This is an optimization exercise on Yosys and OpenROAD, whose aim is small area, a short achievable clock period and few clock cycles per item, not a production implementation. The RTL was checked by simulation tests, not by an equivalence proof against the original design. Power and IR drop assume default switching activity.

## config.mk

```make
export PLATFORM = sky130hd
export DESIGN_NAME = subpicture_rle_decoder_unit
export DESIGN_NICKNAME = subpicture_rle_decoder_unit
export VERILOG_FILES = /design/flow/design.v
export SDC_FILE = /design/flow/constraint.sdc
export NUM_CORES = 4
export LEC_CHECK = 0
export CAP_MARGIN = 40
export CORE_MARGIN = 2
export CORE_UTILIZATION = 50
export PLACE_DENSITY = 0.65
export SLEW_MARGIN = 40
export TNS_END_PERCENT = 0
```

## constraint.sdc

```tcl
create_clock -name core_clock -period 14.0 [get_ports {clk}]
set_input_delay 2.8000 -clock core_clock [delete_from_list [all_inputs] [get_ports {clk}]]
set_output_delay 2.8000 -clock core_clock [all_outputs]
set_load 0.01 [all_outputs]
```

## design.v

```verilog
`timescale 1ns / 1ps
package srd_pkg;
  localparam int SCREEN_WIDTH  = 720;
  localparam int SCREEN_HEIGHT = 576;
  localparam int NUM_COLORS    = 4;
  localparam logic [9:0] AREA_LEFT_RST   = 10'd0;
  localparam logic [9:0] AREA_TOP_RST    = 10'd0;
  localparam logic [9:0] AREA_RIGHT_RST  = 10'((SCREEN_WIDTH - 1) & 1023);
  localparam logic [9:0] AREA_BOTTOM_RST = 10'((SCREEN_HEIGHT - 1) & 1023);
  localparam int OUT_DATA_W = 80;
  typedef struct packed {
    logic       np;
    logic       last;
    logic       fd;
    logic [1:0] color;
    logic [10:0] ende;
    logic [9:0] y;
    logic [9:0] x;
  } ent_t;
endpackage
`timescale 1ns / 1ps
module srd_core (
  input  logic [9:0]     left,
  input  logic [9:0]     right,
  input  logic [9:0]     bottom,
  input  logic [10:0]    rl,       
  input  logic [9:0]     x,
  input  logic [10:0]    r,
  input  logic [9:0]     y,
  input  logic [5:0]     acc,
  input  logic [1:0]     held,
  input  logic           fin,
  input  logic [7:0]     d,
  input  logic           np,
  input  logic           lastb,
  output logic [9:0]     x_n,
  output logic [10:0]    r_n,
  output logic [9:0]     y_n,
  output logic [5:0]     acc_n,
  output logic [1:0]     held_n,
  output logic           fin_n,
  output logic           tokb,     
  output logic           push1,    
  output logic           push2,    
  output logic           ub1,      
  output logic           ub2,      
  output srd_pkg::ent_t  ent0,
  output srd_pkg::ent_t  ent1
);
  logic [10:0] y2;
  logic [10:0] x0w, saw, sbw, fee;
  logic [9:0]  x0, y0, sa, sb;
  logic [10:0] r0, rb;
  logic [5:0]  acc0;
  logic [1:0]  held0;
  logic        fin0;
  logic [3:0]  n1, n2;
  logic        done1, done2, fill1, fill2, wrap1, wrap2, e1, e2, wrap, yend;
  logic [7:0]  len1, len2, adva;
  logic [1:0]  advb;
  logic [11:0] raw, rbw;
  srd_pkg::ent_t q1r, q2r;
  always_comb begin
    n1   = d[7:4];
    n2   = d[3:0];
    x0    = x;
    r0    = r;
    y0    = y;
    fin0  = fin;
    acc0  = acc;
    held0 = held;
    case (held0)
      2'd0:    done1 = |n1[3:2];
      2'd1:    done1 = |acc0[1:0];
      2'd2:    done1 = |acc0[3:2];
      default: done1 = 1'b1;
    endcase
    len1  = {acc0, n1[3:2]};
    fill1 = (len1 == 8'd0);
    if (done1) begin
      done2 = |n2[3:2];
      len2  = {6'd0, n2[3:2]};
    end else begin
      case (held0)
        2'd0:    done2 = |n1[1:0];
        2'd1:    done2 = |n1[3:2];
        default: done2 = 1'b1;
      endcase
      len2  = {acc0[1:0], n1, n2[3:2]};
    end
    fill2 = !done1 && (len2 == 8'd0);
    if (done1)      adva = len1;
    else if (done2) adva = len2;
    else            adva = 8'd0;
    advb = (done1 && done2) ? n2[3:2] : 2'd0;
    saw  = {1'b0, x0} + {3'b0, len1};                     
    sbw  = {1'b0, x0} + {3'b0, adva} + {9'b0, advb};      
    sa   = saw[9:0];
    sb   = sbw[9:0];
    raw  = {r0[10], r0} - {4'b0, len1};
    rbw  = {r0[10], r0} - {4'b0, adva} - {10'b0, advb};
    rb   = rbw[10:0];
    wrap1 = fill1 || raw[11];
    wrap2 = fill2 || rbw[11];
    e1   = !fin0 && done1;
    e2   = !fin0 && done2 && !(done1 && wrap1);
    wrap = (e1 && wrap1) || (e2 && wrap2);
    y2   = {1'b0, y0} + 11'd2;
    yend = y2 > {1'b0, bottom};
    x_n   = fin0 ? x0 : (wrap ? left : sb);
    r_n   = fin0 ? r0 : (wrap ? rl : rb);
    y_n   = (wrap && !yend) ? y2[9:0] : y0;
    fin_n = fin0 || (wrap && yend) || lastb;
    if (lastb || fin0 || wrap || e2) begin
      acc_n  = 6'd0;
      held_n = 2'd0;
    end else if (done1) begin
      acc_n  = {2'd0, n2};
      held_n = 2'd1;
    end else begin
      acc_n  = {n1[1:0], n2};
      held_n = held0 + 2'd2;
    end
    fee  = r0[10] ? ({1'b0, x0} + 11'd1) : ({1'b0, right} + 11'd1);
    q1r.np    = np;
    q1r.last  = !e2;
    q1r.fd    = wrap1 && yend;
    q1r.color = n1[1:0];
    q1r.ende  = fill1 ? fee : saw;
    q1r.y     = y0;
    q1r.x     = x0;
    q2r.np    = np && !e1;
    q2r.last  = 1'b1;
    q2r.fd    = wrap2 && yend;
    q2r.color = n2[1:0];
    q2r.ende  = fill2 ? fee : sbw;
    q2r.y     = y0;
    q2r.x     = done1 ? sa : x0;
    ent0  = (!fin0 && done1) ? q1r : q2r;
    ent1  = q2r;
    tokb  = np && (fin0 || (!done1 && !done2));
    push1 = e1 || e2;
    push2 = e1 && e2;
    ub1   = !fin0 && (done1 || done2);
    ub2   = !fin0 && done1 && done2;
  end
endmodule
`timescale 1ns / 1ps
module subpicture_rle_decoder_unit (
  input  logic        clk,
  input  logic        rst,
  input  logic        cfg_we,
  input  logic [1:0]  cfg_index,
  input  logic [9:0]  cfg_data,
  input  logic        s_tvalid,
  output logic        s_tready,
  input  logic [7:0]  s_tdata,    
  input  logic [2:0]  s_tuser,    
  input  logic        s_tlast,    
  output logic        m_tvalid,
  input  logic        m_tready,
  output logic [srd_pkg::OUT_DATA_W-1:0] m_tdata,
  output logic        m_tlast
);
  logic [9:0] a_left, a_top, a_right, a_bottom;
  always_ff @(posedge clk) begin
    if (rst) begin
      a_left   <= srd_pkg::AREA_LEFT_RST;
      a_top    <= srd_pkg::AREA_TOP_RST;
      a_right  <= srd_pkg::AREA_RIGHT_RST;
      a_bottom <= srd_pkg::AREA_BOTTOM_RST;
    end else if (cfg_we) begin
      case (cfg_index)
        2'd0: a_left   <= cfg_data;
        2'd1: a_top    <= cfg_data;
        2'd2: a_right  <= (cfg_data > 10'(srd_pkg::SCREEN_WIDTH - 1)) ?
                          10'(srd_pkg::SCREEN_WIDTH - 1) : cfg_data;
        default: a_bottom <= (cfg_data > 10'(srd_pkg::SCREEN_HEIGHT - 1)) ?
                             10'(srd_pkg::SCREEN_HEIGHT - 1) : cfg_data;
      endcase
    end
  end
  logic [10:0] a_rl;
  logic [9:0]  a_top1;
  logic        a_idle0, a_idle1;
  assign a_rl    = {1'b0, a_right} - {1'b0, a_left};
  assign a_top1  = a_top + 10'd1;
  assign a_idle0 = a_top > a_bottom;
  assign a_idle1 = {1'b0, a_top} + 11'd1 > {1'b0, a_bottom};
  logic        sk_v, in_v, s_rdy;
  logic [11:0] sk_b, in_b, nb;    
  logic        proc, s_fire, b_load, nb_v;
  assign s_tready = s_rdy;       
  assign s_fire   = s_tvalid && !sk_v;
  assign b_load   = !in_v || proc;
  assign nb       = sk_v ? sk_b : {s_tdata, s_tuser[0], s_tuser[1], s_tuser[2], s_tlast};
  assign nb_v     = sk_v || s_fire;
  always_ff @(posedge clk) begin
    if (rst) begin
      sk_v  <= 1'b0;
      s_rdy <= 1'b1;
      in_v  <= 1'b0;
    end else begin
      if (b_load) begin
        in_v  <= nb_v;
        sk_v  <= 1'b0;
        s_rdy <= 1'b1;
      end else if (s_fire) begin
        sk_v  <= 1'b1;
        s_rdy <= 1'b0;
      end
    end
  end
  always_ff @(posedge clk) begin
    if (!sk_v)  sk_b <= {s_tdata, s_tuser[0], s_tuser[1], s_tuser[2], s_tlast};
    if (b_load) in_b <= nb;
  end
  logic [9:0]  px, py, px_n, py_n;
  logic [10:0] pr, pr_n;
  logic [5:0]  acc, acc_n;
  logic [1:0]  held, held_n;
  logic        fin, fin_n;
  logic        tokb, push1, push2, ub1, ub2;
  srd_pkg::ent_t e0, e1;
  srd_core u_core (
    .left(a_left), .right(a_right), .bottom(a_bottom), .rl(a_rl),
    .x(px), .r(pr), .y(py), .acc(acc), .held(held), .fin(fin),
    .d(in_b[11:4]), .np(in_b[1]), .lastb(in_b[0]),
    .x_n(px_n), .r_n(pr_n), .y_n(py_n), .acc_n(acc_n), .held_n(held_n), .fin_n(fin_n),
    .tokb(tokb), .push1(push1), .push2(push2), .ub1(ub1), .ub2(ub2), .ent0(e0), .ent1(e1)
  );
  logic st_sel, st_en;
  assign st_sel = nb_v && nb[3];
  assign st_en  = proc || (!in_v && st_sel);
  logic rfix;
  always_ff @(posedge clk) rfix <= !rst && cfg_we && (cfg_index == 2'd2);
  always_ff @(posedge clk) begin
    if (st_en) begin
      px   <= st_sel ? a_left : px_n;
      pr   <= st_sel ? a_rl : pr_n;
      py   <= st_sel ? (nb[2] ? a_top1 : a_top) : py_n;
      acc  <= st_sel ? 6'd0 : acc_n;
      held <= st_sel ? 2'd0 : held_n;
    end else if (rfix) begin
      pr   <= {1'b0, a_right} - {1'b0, px};
    end
  end
  always_ff @(posedge clk) begin
    if (rst)         fin <= 1'b1;
    else if (st_en)  fin <= st_sel ? (nb[2] ? a_idle1 : a_idle0) : fin_n;
  end
  srd_pkg::ent_t q0, q1;
  logic          qh1, qh2;
  logic          o_v, o_take;
  logic          b0, b1, b2;    
  assign o_take = !o_v || m_tready;
  assign b0     = !qh1 || (!qh2 && o_take);
  assign b1     = qh2 ? o_take : (qh1 && !o_take);
  assign b2     = qh2 && !o_take;
  assign proc   = in_v && (b0 || (!in_b[1] && b1 && !ub2));
  always_ff @(posedge clk) begin
    if (rst) begin
      qh1 <= 1'b0;
      qh2 <= 1'b0;
    end else begin
      qh1 <= !b0 || (proc && push1);
      qh2 <= b2 || (b1 && proc && push1) || (proc && push2);
    end
  end
  logic q0_np;    
  assign q0_np = (qh2 && o_take) ? q1.np : (b0 && proc && push1 && e0.np);
  always_ff @(posedge clk) begin
    if (qh2 && o_take) q0 <= q1;
    else if (b0)       q0 <= e0;
    if (b0)            q1 <= e1;
    else if (b1)       q1 <= e0;
  end
  logic [3:0][9:0]  bminx, bminy, bmaxy;
  logic [3:0][10:0] bmaxx;
  logic [3:0]  bv;
  logic [9:0]  rs_minx, rs_miny, rs_maxx, rs_maxy;
  logic [9:0]  sminx, sminy, smaxy;
  logic [10:0] smaxx;
  logic [9:0]  nminx, nminy, nmaxy;
  logic [10:0] nmaxx, hend;
  logic        pop, np_tok;
  srd_pkg::ent_t h;
  logic [9:0]  o_x, o_y, o_len, o_minx, o_miny, o_maxy;
  logic [10:0] o_maxx;
  logic [1:0]  o_color;
  logic        o_fd, o_last;
  assign pop    = qh1 && o_take;
  assign np_tok = proc && tokb;          
  always_comb begin
    h = q0;
    if (h.np || !bv[h.color]) begin
      sminx = rs_minx;
      sminy = rs_miny;
      smaxx = {1'b0, rs_maxx};
      smaxy = rs_maxy;
    end else begin
      sminx = bminx[h.color];
      sminy = bminy[h.color];
      smaxx = bmaxx[h.color];
      smaxy = bmaxy[h.color];
    end
    nminx = (h.x < sminx) ? h.x : sminx;
    nminy = (h.y < sminy) ? h.y : sminy;
    hend  = h.ende - 11'd1;
    nmaxx = (hend > smaxx) ? hend : smaxx;
    nmaxy = (h.y > smaxy) ? h.y : smaxy;
  end
  always_ff @(posedge clk) begin
    if (rst) begin
      o_v     <= 1'b0;
      bv      <= 4'h0;
      rs_minx <= srd_pkg::AREA_RIGHT_RST;
      rs_miny <= srd_pkg::AREA_BOTTOM_RST;
      rs_maxx <= srd_pkg::AREA_LEFT_RST;
      rs_maxy <= srd_pkg::AREA_TOP_RST;
    end else begin
      if (o_take) o_v <= qh1;
      if (np_tok) begin
        bv <= 4'h0;
      end else if (pop) begin
        if (h.np) bv <= 4'h0;
        bv[h.color] <= 1'b1;
      end
      if (np_tok || q0_np) begin
        rs_minx <= a_right;
        rs_miny <= a_bottom;
        rs_maxx <= a_left;
        rs_maxy <= a_top;
      end
    end
  end
  always_ff @(posedge clk) begin
    for (int c = 0; c < 4; c++) begin
      if (pop && h.color == 2'(c)) begin
        bminx[c] <= nminx;
        bminy[c] <= nminy;
        bmaxx[c] <= nmaxx;
        bmaxy[c] <= nmaxy;
      end
    end
  end
  always_ff @(posedge clk) begin
    if (o_take) begin
      o_x     <= h.x;
      o_y     <= h.y;
      o_len   <= 10'(h.ende - {1'b0, h.x});
      o_color <= h.color;
      o_fd    <= h.fd;
      o_last  <= h.last;
      o_minx  <= nminx;
      o_miny  <= nminy;
      o_maxx  <= nmaxx;
      o_maxy  <= nmaxy;
    end
  end
  assign m_tvalid = o_v;
  assign m_tlast  = o_last;
  assign m_tdata  = {2'b00, o_fd, o_maxy, 2'b00, o_maxx, o_miny, o_minx, o_color,
                     2'b00, o_len, o_y, o_x};
endmodule
```

## flow/run.sh

```bash
#!/bin/bash
# Standard ORFS layout (the standard.sh, standard synthesis unchanged), with
# buf_1 port buffers instead of the default delay cells, timing repair aiming past
# the required slack, and a clock tree with larger sink clusters and no dummy loads.
# Each step's full output goes to its own log here.
set -euo pipefail
EXTRA=("BUFFER_PORTS_ARGS=-buffer_cell sky130_fd_sc_hd__buf_1"
       "SETUP_SLACK_MARGIN=9.9"
       "CTS_ARGS=-sink_clustering_enable -repair_clock_nets -dont_use_dummy_load -sink_clustering_size 24 -sink_clustering_max_diameter 80")
bash standard.sh synth "${EXTRA[@]}" > flow_synth.log 2>&1
bash standard.sh finish "${EXTRA[@]}" > flow_layout.log 2>&1
```

## standard.sh

```bash
#!/bin/bash
# synth_recipe.tcl (not shown) runs the flow's synth.tcl, then flattens the netlist and writes it again
# the make line also repeats each setting of config.mk as NAME=value (left out here)
make -C /OpenROAD-flow-scripts/flow DESIGN_CONFIG=/design/flow/config.mk WORK_HOME=/design/flow/orfs CLKGATE_MAP_FILE= SYNTH_SCRIPT=/design/flow/synth_recipe.tcl "${@:-finish}"
```

==> out/metrics.cfg, run 1 <==
[status]
status = complete, no violations

[detailed_routing]
post-route-drc-count = 0
drt_wl_total_um = 61500
vias = 16700
drtPass1Iterations = 7
drt_iter0_drc = 1604
wire_per_inst_um = 21.9
post_drt_via_cell_ratio = 5.95
ant_nets = 0

[synth]
avgSynthCellArea_um2 = 11.5
synth_warnings = 2
synthMuxAreaShare = 0.0917
syn_area_mm2 = 0.0241
synth_edf_count = 359
synth_cell_types = 81
dominantRegCellSynth = edfxtp_1
synth-seq-cells = 464
synth_top_family_by_area = simple AND/OR/NAND/NOR gates
synthAdderAreaFrac = 0.0832
yosys.area_share.simple = 0.117
yosysSeqAreaShare = 0.534
synthArstFlopShare = 0
postSynthCellCount = 2099
synth-xor-area-share = 0.0298
synth_compound_area_frac = 0.106

[sta]
slew_viol_final = 0
max_slew_margin = 0.414
fmax_ghz = 0.237
hold_violations = 0
rsz0062_at_grt = yes
finClkSkew_ns = 0.0517
finalCritPeriodShare = 0.302
layout_min_cycle_time_ns = 4.23
setup_viol = 0
tightestPinTransition_ns = 0.874
fin_tns_setup_ns = 0

[layout]
final_cells = 2813
antenna_cells = 0
final_common_cell = edfxtp_1
final_cell_mix = 359 x edfxtp_1, 242 x nand2_1, 146 x ha_1, 141 x nor2_1, 121 x inv_1
ff_latch_area_mm2 = 0.0129
drive_above_1_share = 0.0978
fillers = 4065
utilization = 0.555
multi_input_area_mm2 = 0.0107
fin_nets = 2384
syn_to_final_growth_pct = 9.74

[worst_setup_path]
cp_top_family = simple AND/OR/NAND/NOR gates
cp.arrival_ns = 4.64
path_common_cell = buf_4
cp_slowest_cell = or4b_1
cp_num_buf_inv = 4
critPathLaunchType = input port
cp-end-kind = register
path_cells = buf_1 -> nor2b_4 -> buf_12 -> buf_4 -> nand2_1 -> o21ai_2 -> a31o_4 -> buf_4 -> or4b_1 -> o211ai_1
max_stage_delay_ns = 0.52
worstPathMaxFanout = 12
worstPathRequired_ns = 14.42
crit_type = in -> reg

[cts]
h-tree-depth = 1
clock_latency_ns = 0.59
clock-root-buffer = clkbuf_16
cts_tree = done
numCtsBuffers = 28
cts_buffer_depth = 3
clk_pin_slew_worst_paths_ns = 0.06
numClockSinks = 464
cts_hold_buf = 0

[placed_design]
placed_cells = 2749
post-dp-hpwl_um = 44600
portBuffers = 105
place.gp.congestion = 0.932

[power_and_ir_drop]
power.leakage_nw = 10.2
ir_worst_vdd_uv = 87.6
power.density_mw_per_mm2 = 134

[die]
initial_core_util = 0.506
chipWidth_um = 224
io_pins = 112
die_area_mm2 = 0.0500
num_rows = 80
die_y_um = 224
core_area_mm2 = 0.0476

[min_path]
hold_path_class = reg -> reg

[grt]
grt_usage = 0.241
grt_max_degree = 90
grt_antenna_before_repair = 0
grt_pass1_wl_um = 93200
grt_pass1_vias = 15800
grt_overflow = 0

[flow_run]
drv_cap = 0

## metrics by stage
| step | area [um^2] | hold WS (ns) | setup WS, ns | power, mW |
|---|---|---|---|---|
| 3_3_place_gp | 25100 | 0.444 | 8.46 | 2.72 |
| 5_1_grt | 26500 | 0.481 | 9.61 | 3.73 |
| 6_report | 26500 | 0.474 | 9.77 | 3.55 |
| 4_1_cts | 26000 | 0.473 | 9.52 | 3.53 |
| 3_5_place_dp | 25200 | 0.462 | 8.40 | 2.75 |
| 2_1_floorplan | 24200 | 0.400 | 9.27 | 2.45 |
## worst reg2reg max path, stage by stage (launching register included)
cell	delay [ns]
edfxtp_1	0.39
clkbuf_16	0.28
mux4_2	0.45
nand2b_2	0.16
buf_12	0.23
mux2i_2	0.30
ha_1	0.29
nor2b_1	0.14
o21a_1	0.16
o21a_1	0.16
o21a_1	0.16
o21a_1	0.19
o31ai_4	0.35
buf_4	0.28
mux2_2	0.41
## routing by layer
layer / vias to the layer above / GRT usage / wire length (um)
li1: 7839 / - / -
met1: 8233 / 0.361 / 28200
met2: 587 / 0.375 / 27700
met3: 88 / 0.0244 / 4030
met4: 0 / 0.0682 / 1610
met5: - / 0 / 0
## path summary, 6_finish.rpt
kind / slack [ns] / depth (start not counted) / endpoint / from
min: 0.47 / 1 / sk_b[7] / sk_b[7]
max reg2reg: 9.82 / 14 / o_maxx[0] / q0[32]
max: 9.77 / 10 / pr[9] / m_tready
min reg2reg: 0.47 / 1 / sk_b[7] / sk_b[7]
## final cells by class
cell class                      count  share of cell area
Tap cell                          615              0.0291
Multi-Input combinational cell   1421               0.404
Timing Repair Buffer              162              0.0355
Clock buffer                       28              0.0265
Inverter                          123              0.0184
Sequential cell                   464               0.487
## flip-flops by register name (all words and copies together) (netlist names), 11 cells and up
name,count
bmaxx,44
q0,36
pr,11
bminx,40
o_maxx,11
q1,36
sk_b,12
bmaxy,40
bminy,40
## synth_stat cells, types with 4 or more instances
cell type	count	area, um^2
a211o_1	11	96.3
a211oi_1	16	120
a21o_1	24	180
a21oi_1	116	581
a22oi_1	4	30.0
a31oi_1	10	62.6
and2_1	13	81.3
and3_1	14	87.6
buf_1	5	18.8
buf_2	19	95.1
buf_4	12	90.1
clkbuf_1	58	218
dfxtp_1	105	2100
edfxtp_1	359	10800
fa_1	9	180
ha_1	146	1830
inv_1	121	454
mux2_2	19	214
mux2i_1	105	1050
mux4_2	42	946
nand2_1	245	920
nand2b_1	16	100
nand3_1	54	270
nand3b_1	17	128
nand4_1	14	87.6
nor2_1	145	544
nor2b_1	28	175
nor3_1	37	185
nor4_1	7	43.8
o2111ai_1	9	78.8
o211ai_1	18	135
o21a_1	21	158
o21ai_0	84	420
o21ai_1	18	90.1
o21bai_1	8	60.1
o22ai_1	9	56.3
o31ai_1	9	67.6
or3_1	11	68.8
xnor2_1	48	420
xor2_1	34	298
## report_power, final
part	internal, mW	switching [mW]
Clock	0.353	0.424
Sequential	1.70	0.109
Combinational	0.390	0.571
## kinds of logic after synthesis
logic type / after synthesis
simple gates: 616
xor+xnor: 82
fa+ha+maj: 155
buf+inv: 219
other cells: 1
compound gates: 396
mux: 166
flops: 464
## repair_timing
item	CTS	global route
endpoints found under the setup margin	516	447
pin swaps	3	6
resized for setup	17	53
setup buffers	11	24
cloned	0	1
Testbench counts, summed over its fixed seeds: cycles 12,320, bytes 12,000.
==> run 2: changes to the inputs <==
--- a/flow/run.sh
+++ b/flow/run.sh
@@ -7,3 +7,3 @@
 EXTRA=("BUFFER_PORTS_ARGS=-buffer_cell sky130_fd_sc_hd__buf_1"
-       "SETUP_SLACK_MARGIN=9.9"
+       "SETUP_SLACK_MARGIN=10.0"
        "CTS_ARGS=-sink_clustering_enable -repair_clock_nets -dont_use_dummy_load -sink_clustering_size 24 -sink_clustering_max_diameter 80")
--- a/config.mk
+++ b/config.mk
@@ -7,7 +7,7 @@
 export LEC_CHECK = 0
-export CAP_MARGIN = 40
+export CAP_MARGIN = 30
 export CORE_MARGIN = 2
-export CORE_UTILIZATION = 50
-export PLACE_DENSITY = 0.65
-export SLEW_MARGIN = 40
+export CORE_UTILIZATION = 60
+export PLACE_DENSITY = 0.72
+export SLEW_MARGIN = 30
 export TNS_END_PERCENT = 0
==> run 2 against run 1 <==
Net effect: design area down 0.41%; largest power group unchanged; sequential power barely moved; core utilization rose by 11 points; critical path type unchanged; clock-buffer cell count is 2 lower; register-to-register slack better by 0.02 ns; critical endpoint unchanged; combinational power up 2.5%; clock skew grew 0.019 ns; power decreased by 0.34%; clock power down 4.1%.
==> out/metrics.cfg, run 2 <==
[die]
initial_core_util = 0.607  ; +0.101
die_y_um = 204  ; -8.6%
die_area_mm2 = 0.0418  ; -16%
io_pins = 112  ; unchanged
core_area_mm2 = 0.0397  ; -17%
chipWidth_um = 204  ; -8.6%
num_rows = 73  ; -8.8%

[power_and_ir_drop]
power.leakage_nw = 10.2  ; about the same
intPower_mw = 2.43  ; -0.45%
power.density_mw_per_mm2 = 134  ; about the same
p_sw_frac = 0.312  ; +0.000727
clkPwrFrac = 0.211  ; -0.008
p_switching_mw = 1.10  ; -0.11%
combPwrFrac = 0.278  ; +0.007
p_seq_frac = 0.511  ; about the same
ir_worst_vdd_uv = 95.5  ; +9.1%

[detailed_routing]
vias = 17000  ; +1.7%
wire_per_inst_um = 22.4  ; +2.5%
drt_iter0_drc = 1701  ; +6.0%
drt_wl_total_um = 61200  ; -0.51%
ant_nets = 0  ; unchanged
post_drt_via_cell_ratio = 6.24  ; +4.8%
drtPass1Iterations = 5  ; -2
post-route-drc-count = 0  ; unchanged

[flow_run]
drv_cap = 0  ; unchanged

[placed_design]
post-dp-hpwl_um = 44300  ; -0.60%
dp_slack_ns = 8.38  ; -0.0123 ns
portBuffers = 105  ; unchanged
place.gp.congestion = 0.963  ; +3.3%

[synth]
yosysSeqAreaShare = 0.534  ; unchanged
synth-seq-cells = 464  ; unchanged
synth_area_leaders = edfxtp_1 45%, dfxtp_1 8.7%, ha_1 7.6%, mux2i_1 4.4%, mux4_2 3.9%
dominantRegCellSynth = edfxtp_1
synthArstFlopShare = 0  ; unchanged
avgSynthCellArea_um2 = 11.5  ; unchanged
yosysMostFrequentCell = edfxtp_1
synth_top_area_cell = edfxtp_1
syn_area_mm2 = 0.0241  ; unchanged
synth_warnings = 2  ; unchanged
synth_edf_count = 359  ; unchanged
synth_cell_types = 81  ; unchanged
synth_commonest_cells = 359 x edfxtp_1, 245 x nand2_1, 146 x ha_1
postSynthCellCount = 2099  ; unchanged
synth_top_area_frac = 0.447  ; unchanged

[sta]
max_slew_margin = 0.418  ; +0.00450
slew_viol_final = 0  ; unchanged
layout_min_cycle_time_ns = 4.25  ; +0.0250 ns
rsz0062_at_grt = yes
tightestPinTransition_ns = 0.870  ; -0.00391 ns
fmax_ghz = 0.235  ; -0.59%
finClkSkew_ns = 0.0702  ; +0.0185 ns
hold_violations = 0  ; unchanged
fin_tns_setup_ns = 0  ; unchanged
worst_slack_ns = 9.75  ; -0.0250 ns
finalCritPeriodShare = 0.304  ; +0.00178
setup_viol = 0  ; unchanged

[layout]
fillers = 2964  ; -27%
syn_to_final_growth_pct = 9.29
largest_reg_flops = 44  ; unchanged
fin_nets = 2391  ; +0.29%
final_common_cell = edfxtp_1
final_cell_mix = 359 x edfxtp_1, 242 x nand2_1, 146 x ha_1, 141 x nor2_1, 121 x inv_1
regMostFlops = bmaxx
antenna_cells = 0  ; unchanged
drive_above_1_share = 0.102  ; +0.00377

[worst_setup_path]
crit_type = in -> reg
regToRegEndpoint = q1[29]
max_stage_delay_ns = 0.52  ; about the same
cp.arrival_ns = 4.64  ; about the same
path_cells = buf_1 -> nor2b_4 -> buf_12 -> buf_4 -> nand2_1 -> o21ai_2 -> a31o_4 -> buf_4 -> or4b_1 -> o211ai_1
rr_worst_depth = 17  ; +3
worstPathMaxFanout = 5  ; -7
cp_top_family = simple AND/OR/NAND/NOR gates
cp-end-kind = register
critPathLaunchType = input port
path_common_cell = buf_4
r2r_slack_ns = 9.84  ; +0.02 ns
rr_startpoint = in_b[9]
cp_num_buf_inv = 4  ; unchanged
worstPathRequired_ns = 14.38  ; -0.04 ns
critical_path_depth = 10  ; unchanged
cp_slowest_cell = or4b_1

[grt]
grtUsageMet3 = 0.0402  ; +0.0158
grt_usage = 0.292  ; +0.0505
met1_usage = 0.416  ; +0.0554
grt_overflow = 0  ; unchanged
grt_max_degree = 90  ; unchanged
grt_antenna_before_repair = 0  ; unchanged
grt_pass1_wl_um = 92900  ; -0.30%
use_met2 = 0.460  ; +0.0851
grt_pass1_vias = 16100  ; +1.6%
busiest_layer = met2

[cts]
clock-root-buffer = clkbuf_16
cts_buffer_depth = 3  ; unchanged
numCtsBuffers = 26  ; -7.1%
h-tree-depth = 1  ; unchanged
clk_pin_slew_worst_paths_ns = 0.09  ; +0.03 ns
clock_latency_ns = 0.60  ; about the same
cts_tree = done
numClockSinks = 464  ; unchanged

[min_path]
hold_path_class = reg -> reg
min_from = q0[34]
hold_path_depth = 0  ; -1
whs_endpoint = o_last

[status]
status = complete, no violations

run 2: final cells by class:
class	instances	area [um^2]	share of cell area
flip-flops and latches	464	12900	0.489
multi-input cells	1422	10700	0.406
repair buffers	170	977	0.0371
well taps	525	657	0.0249
clock buffers	26	651	0.0247
inverters	123	488	0.0185
run 2: cell families (layout without fill, tap and decap cells):
logic type,Yosys count,count (layout),synth area share
simple gates,616,616,0.117
flops,464,464,0.534
compound gates,396,397,0.106
buf+inv,219,319,0.0376
mux,166,166,0.0917
fa+ha+maj,155,155,0.0832
xor+xnor,82,82,0.0298
other cells,1,6,0.000156
run 2: worst max path at each step:
stage,startpoint,endpoint
2_1_floorplan,m_tready,bmaxx[0]
3_3_place_gp,m_tready,rs_maxy[6]
3_5_place_dp,m_tready,rs_maxy[5]
4_1_cts,q0[31],bmaxx[42]
5_1_grt,held[0],pr[10]
6_report,m_tready,pr[9]
run 2: power groups by stage:
stage	Combinational, mW	Clock, mW	Sequential (mW)
floorplan	0.634	0	1.82
global placement	0.881	0	1.83
detailed placement	0.905	0	1.84
CTS	0.935	0.757	1.80
global route	1.09	0.797	1.82
finish	0.984	0.745	1.81
run 2: layer usage:
layer  up-vias  wire [um]
li1       7857          -
met2       759      28000
met4         0       2230
met1      8287      26200
met3       131       4760
met5         -          0
run 2: per-stage QoR:
stage          instances  total power [mW]  cell area (um^2)  utilization  hold slack (ns)
2_1_floorplan       2104              2.45             24200            -            0.400
3_3_place_gp        2659              2.71             25000        0.629            0.446
3_5_place_dp        2661              2.74             25000        0.630            0.452
4_1_cts             2699              3.50             25900        0.653            0.474
5_1_grt             2730              3.70             26400        0.663            0.478
6_report            2730              3.54             26400        0.663            0.475
run 2: timing repair:
item / 4_1_cts / 5_1_grt
hold buffers: 0 / 0
resized for setup: 29 / 41
gates cloned: 1 / 0
setup endpoints to repair: 554 / 528
pin swaps: 5 / 11
buffers inserted: 11 / 31

[re-timing with driven ports]
How much do the figures lean on ideal ports? The routed layouts below were timed once more, with nothing changed but the port constraints. Step 1: set_driving_cell puts a clkbuf_16 on clk and a buf_2 on each other input, an assumption about the parent block. Step 2 adds t to the input delays and takes it off the output delays; t is the mean of the earliest and latest rising clock arrival at the registers after step 1. Input paths then give back, and output paths get back, about the clock's delay inside the block. a / b / c = no drivers / after step 1 / after step 2; a / b = the first two.
run | t, ns | slack for setup (ns) | hold slack, ns | worst slew at a driven data input, ns
run 1 | 0.621 | 9.774 / 9.806 / 9.186 | 0.474 / 0.474 / 0.474 | 0.03
run 2 | 0.617 | 9.749 / 9.782 / 9.165 | 0.475 / 0.475 / 0.475 | 0.03
After both steps setup and hold are still met in every run listed. The setup slack of run 1, which loses most, moves by +0.032 ns with the drivers and by -0.588 ns with both steps.
